This design comes from an exercise in tuning for small area on the open sky130 flow, not from production work. The RTL was checked by simulation tests, not by an equivalence proof against the original design. Power figures rest on the tool's default switching activity, not on a simulated workload.

// scan_ctrl_top
module scan_ctrl_top (
    input  wire         clk,
    input  wire         reset,
    input  wire         rx_valid_i,
    input  wire  [7:0]  rx_data_i,
    output logic        tx_valid_o,
    output logic [7:0]  tx_data_o,
    input  wire         tx_ready_i,
    output logic        crc_err_o,
    output logic [2:0]  start_o,
    output logic [15:0] nx_pix_o,
    output logic [15:0] ny_pix_o,
    output logic [31:0] pixel_time_o
);
For scale: ~1100 cells after synthesis, about 560 flip-flops, ~89 I/O pins.
==> flow/config.mk <==
export PLATFORM = sky130hd
export DESIGN_NAME = scan_ctrl_top
export DESIGN_NICKNAME = scan_ctrl_top
export VERILOG_FILES = /design/flow/design.v
export SDC_FILE = /design/flow/constraint.sdc
export NUM_CORES = 4
export LEC_CHECK = 0
export ABC_AREA = 0
export CAP_MARGIN = 20
export CORE_MARGIN = 2
export CORE_UTILIZATION = 80
export PLACE_DENSITY = 0.85
export SLEW_MARGIN = 20
==> flow/constraint.sdc <==
create_clock -name core_clock -period 6.0 [get_ports {clk}]
set_input_delay 1.2000 -clock core_clock [delete_from_list [all_inputs] [get_ports {clk}]]
set_output_delay 1.2000 -clock core_clock [all_outputs]
set_load 0.01 [all_outputs]
standard.sh (not shown) runs the stock make flow with config.mk's settings and CLKGATE_MAP_FILE= SYNTH_SCRIPT=/design/flow/synth_recipe.tcl, a recipe that flattens the netlist after the stock synthesis.
==> flow/flow/run.sh <==
#!/bin/bash
set -euo pipefail
export BUFFER_PORTS_ARGS="-buffer_cell sky130_fd_sc_hd__buf_1"
export CTS_ARGS="-sink_clustering_enable -repair_clock_nets -dont_use_dummy_load -buf_list sky130_fd_sc_hd__clkbuf_8 -sink_clustering_size 18 -sink_clustering_max_diameter 60"
bash standard.sh > standard_make.log 2>&1
Edit:
--- a/flow/config.mk
+++ b/flow/config.mk
@@ -10,4 +10,3 @@
 export CORE_MARGIN = 2
-export CORE_UTILIZATION = 80
-export PLACE_DENSITY = 0.85
+export CORE_UTILIZATION = 65
 export SLEW_MARGIN = 20
=> The changed run ran to the end with no violations. First-iteration DRC count drops by about 33%. Sequential power barely changes. Power fell by about 0.37%.
Edit:
==> flow/flow/run.sh (replaced) <==
#!/bin/bash
set -euo pipefail
export BUFFER_PORTS_ARGS="-buffer_cell sky130_fd_sc_hd__buf_1"
export CTS_ARGS="-sink_clustering_enable -repair_clock_nets -dont_use_dummy_load -buf_list sky130_fd_sc_hd__clkbuf_8 -sink_clustering_size 20 -sink_clustering_max_diameter 50"
bash standard.sh > standard_make.log 2>&1
--- a/flow/config.mk
+++ b/flow/config.mk
@@ -10,3 +10,4 @@
 export CORE_MARGIN = 2
-export CORE_UTILIZATION = 65
+export CORE_UTILIZATION = 80
+export PLACE_DENSITY = 0.85
 export SLEW_MARGIN = 20
Effect: Wire length came out higher by roughly a tenth. Worst hold slack gains 17 ps. Cell area shrinks slightly. Global-route usage goes up by 7.9 points. Via count increases by a few percent. Power is about the same. Synthesized area is unchanged. Register-to-register slack got worse by 20 ps. Die area decreases by about a fifth. Clock-buffer cell count fell by 2. Non-clock buffer count decreases by 3.

---

Setup of the baseline:
scan_ctrl_top, a different RTL version from the one above (not shown whole).
Size: ~1400 cells after synthesis, about 570 flip-flops, about 89 I/O pins, roughly 0.020 sq mm of cells after synthesis.
Design scan_ctrl_top, start of the top module:
module scan_ctrl_top (
    input  wire         clk,
    input  wire         reset,
    input  wire         rx_valid_i,
    input  wire  [7:0]  rx_data_i,
    output logic        tx_valid_o,
    output logic [7:0]  tx_data_o,
    input  wire         tx_ready_i,
    output logic        crc_err_o,
    output logic [2:0]  start_o,
    output logic [15:0] nx_pix_o,
    output logic [15:0] ny_pix_o,
    output logic [31:0] pixel_time_o
);
    localparam int SB = 19;  
    function automatic logic [7:0] crc_step(input logic [7:0] crc, input logic [7:0] data);
        logic [7:0] c;
        c = crc ^ data;
        for (int i = 0; i < 8; i++) begin
            c = c[7] ? ((c << 1) ^ 8'h07) : (c << 1);
        end
        crc_step = c;
    endfunction
    logic [4:0] rx_pos;
    logic [7:0] rx_crc;
    logic [2:0] rx_code;    
    logic       cmd_valid;
    always_ff @(posedge clk) begin
        if (reset) begin
            rx_pos    <= 5'd0;
            cmd_valid <= 1'b0;
            crc_err_o <= 1'b0;
        end else begin
            cmd_valid <= 1'b0;
            crc_err_o <= 1'b0;
            if (rx_valid_i) begin
                if (rx_pos == 5'd0) begin
  ...
Settings: LEC_CHECK=0, CAP_MARGIN=20, CORE_MARGIN=2, CORE_UTILIZATION=40, CTS_BUF_LIST=sky130_fd_sc_hd__clkbuf_4, CTS_CLUSTER_SIZE=30, SLEW_MARGIN=20; clock period 6.0 ns.
run.sh (not shown) runs the stock make flow with config.mk's settings and CLKGATE_MAP_FILE= SYNTH_SCRIPT=/design/flow/synth_recipe.tcl, a recipe that flattens the netlist after the stock synthesis.
Stock flow here: none of the scripts above is used.
The baseline ran to completion and came out clean on the timing, DRC and antenna checks.
## Diff of input files: the candidate against the baseline
diff --git a/flow/config.mk b/flow/config.mk
--- a/flow/config.mk
+++ b/flow/config.mk
@@ -7,0 +8 @@
+export ABC_AREA = 1
@@ -11,2 +12,2 @@
-export CTS_BUF_LIST = sky130_fd_sc_hd__clkbuf_4
-export CTS_CLUSTER_SIZE = 30
+export CTS_BUF_LIST = sky130_fd_sc_hd__clkbuf_8
+export CTS_CLUSTER_SIZE = 40
Notes after the runs:
- Worst slew slack as a fraction of its limit was lower in the run labelled the baseline.
- The baseline → the candidate: hold slack grew by 0.019 ns; share of cell area taken by flip-flops and latches climbed 1.6 points; wire length of the first global-routing pass flat; routed wire length per instance went up; total power per unit cell area went down about 4%.
- Re proportion of synthesized area in mux cells: the candidate is 4.1 points down on the baseline.
- The candidate has worst reg-to-reg path cell count above what the baseline had.
- Against the baseline, worst IR drop on VDD in the candidate rose by more than a quarter.
- Diff the baseline -> the candidate | area growth from synthesis to layout | decrease of 0.93 points

## afterwards: timing with drivers on the ports
How much do the figures lean on ideal ports? The routed layouts below were timed once more, with nothing changed but the port constraints. Step 1, drivers: a clkbuf_16 drives clk and a buf_2 each remaining input, both assumed. Step 2 times the ports against the registers' clock, not the clock port: input delays grow and output delays shrink by t, the midpoint of the rising clock arrivals with the driver on. a / b / c = ideal ports / drivers / drivers and shift; a / b = the first two.
| run | t (ns) | setup WS [ns] | latest minus earliest clock arrival (ns) |
|---|---|---|---|
| the first run of note 1 | 0.597 | 1.747 / 1.700 / 2.000 | 0.058 / 0.058 |
| the second run of note 1 | 0.575 | 1.923 / 1.875 / 2.154 | 0.080 / 0.079 |
| the third run of note 1 | 0.585 | 1.721 / 1.675 / 1.997 | 0.063 / 0.063 |
| the baseline | 0.834 | 0.869 / 0.821 / 1.655 | 0.054 / 0.054 |
| the candidate | 0.683 | 1.408 / 1.359 / 1.794 | 0.027 / 0.026 |
After both steps every run listed still meets setup and hold.
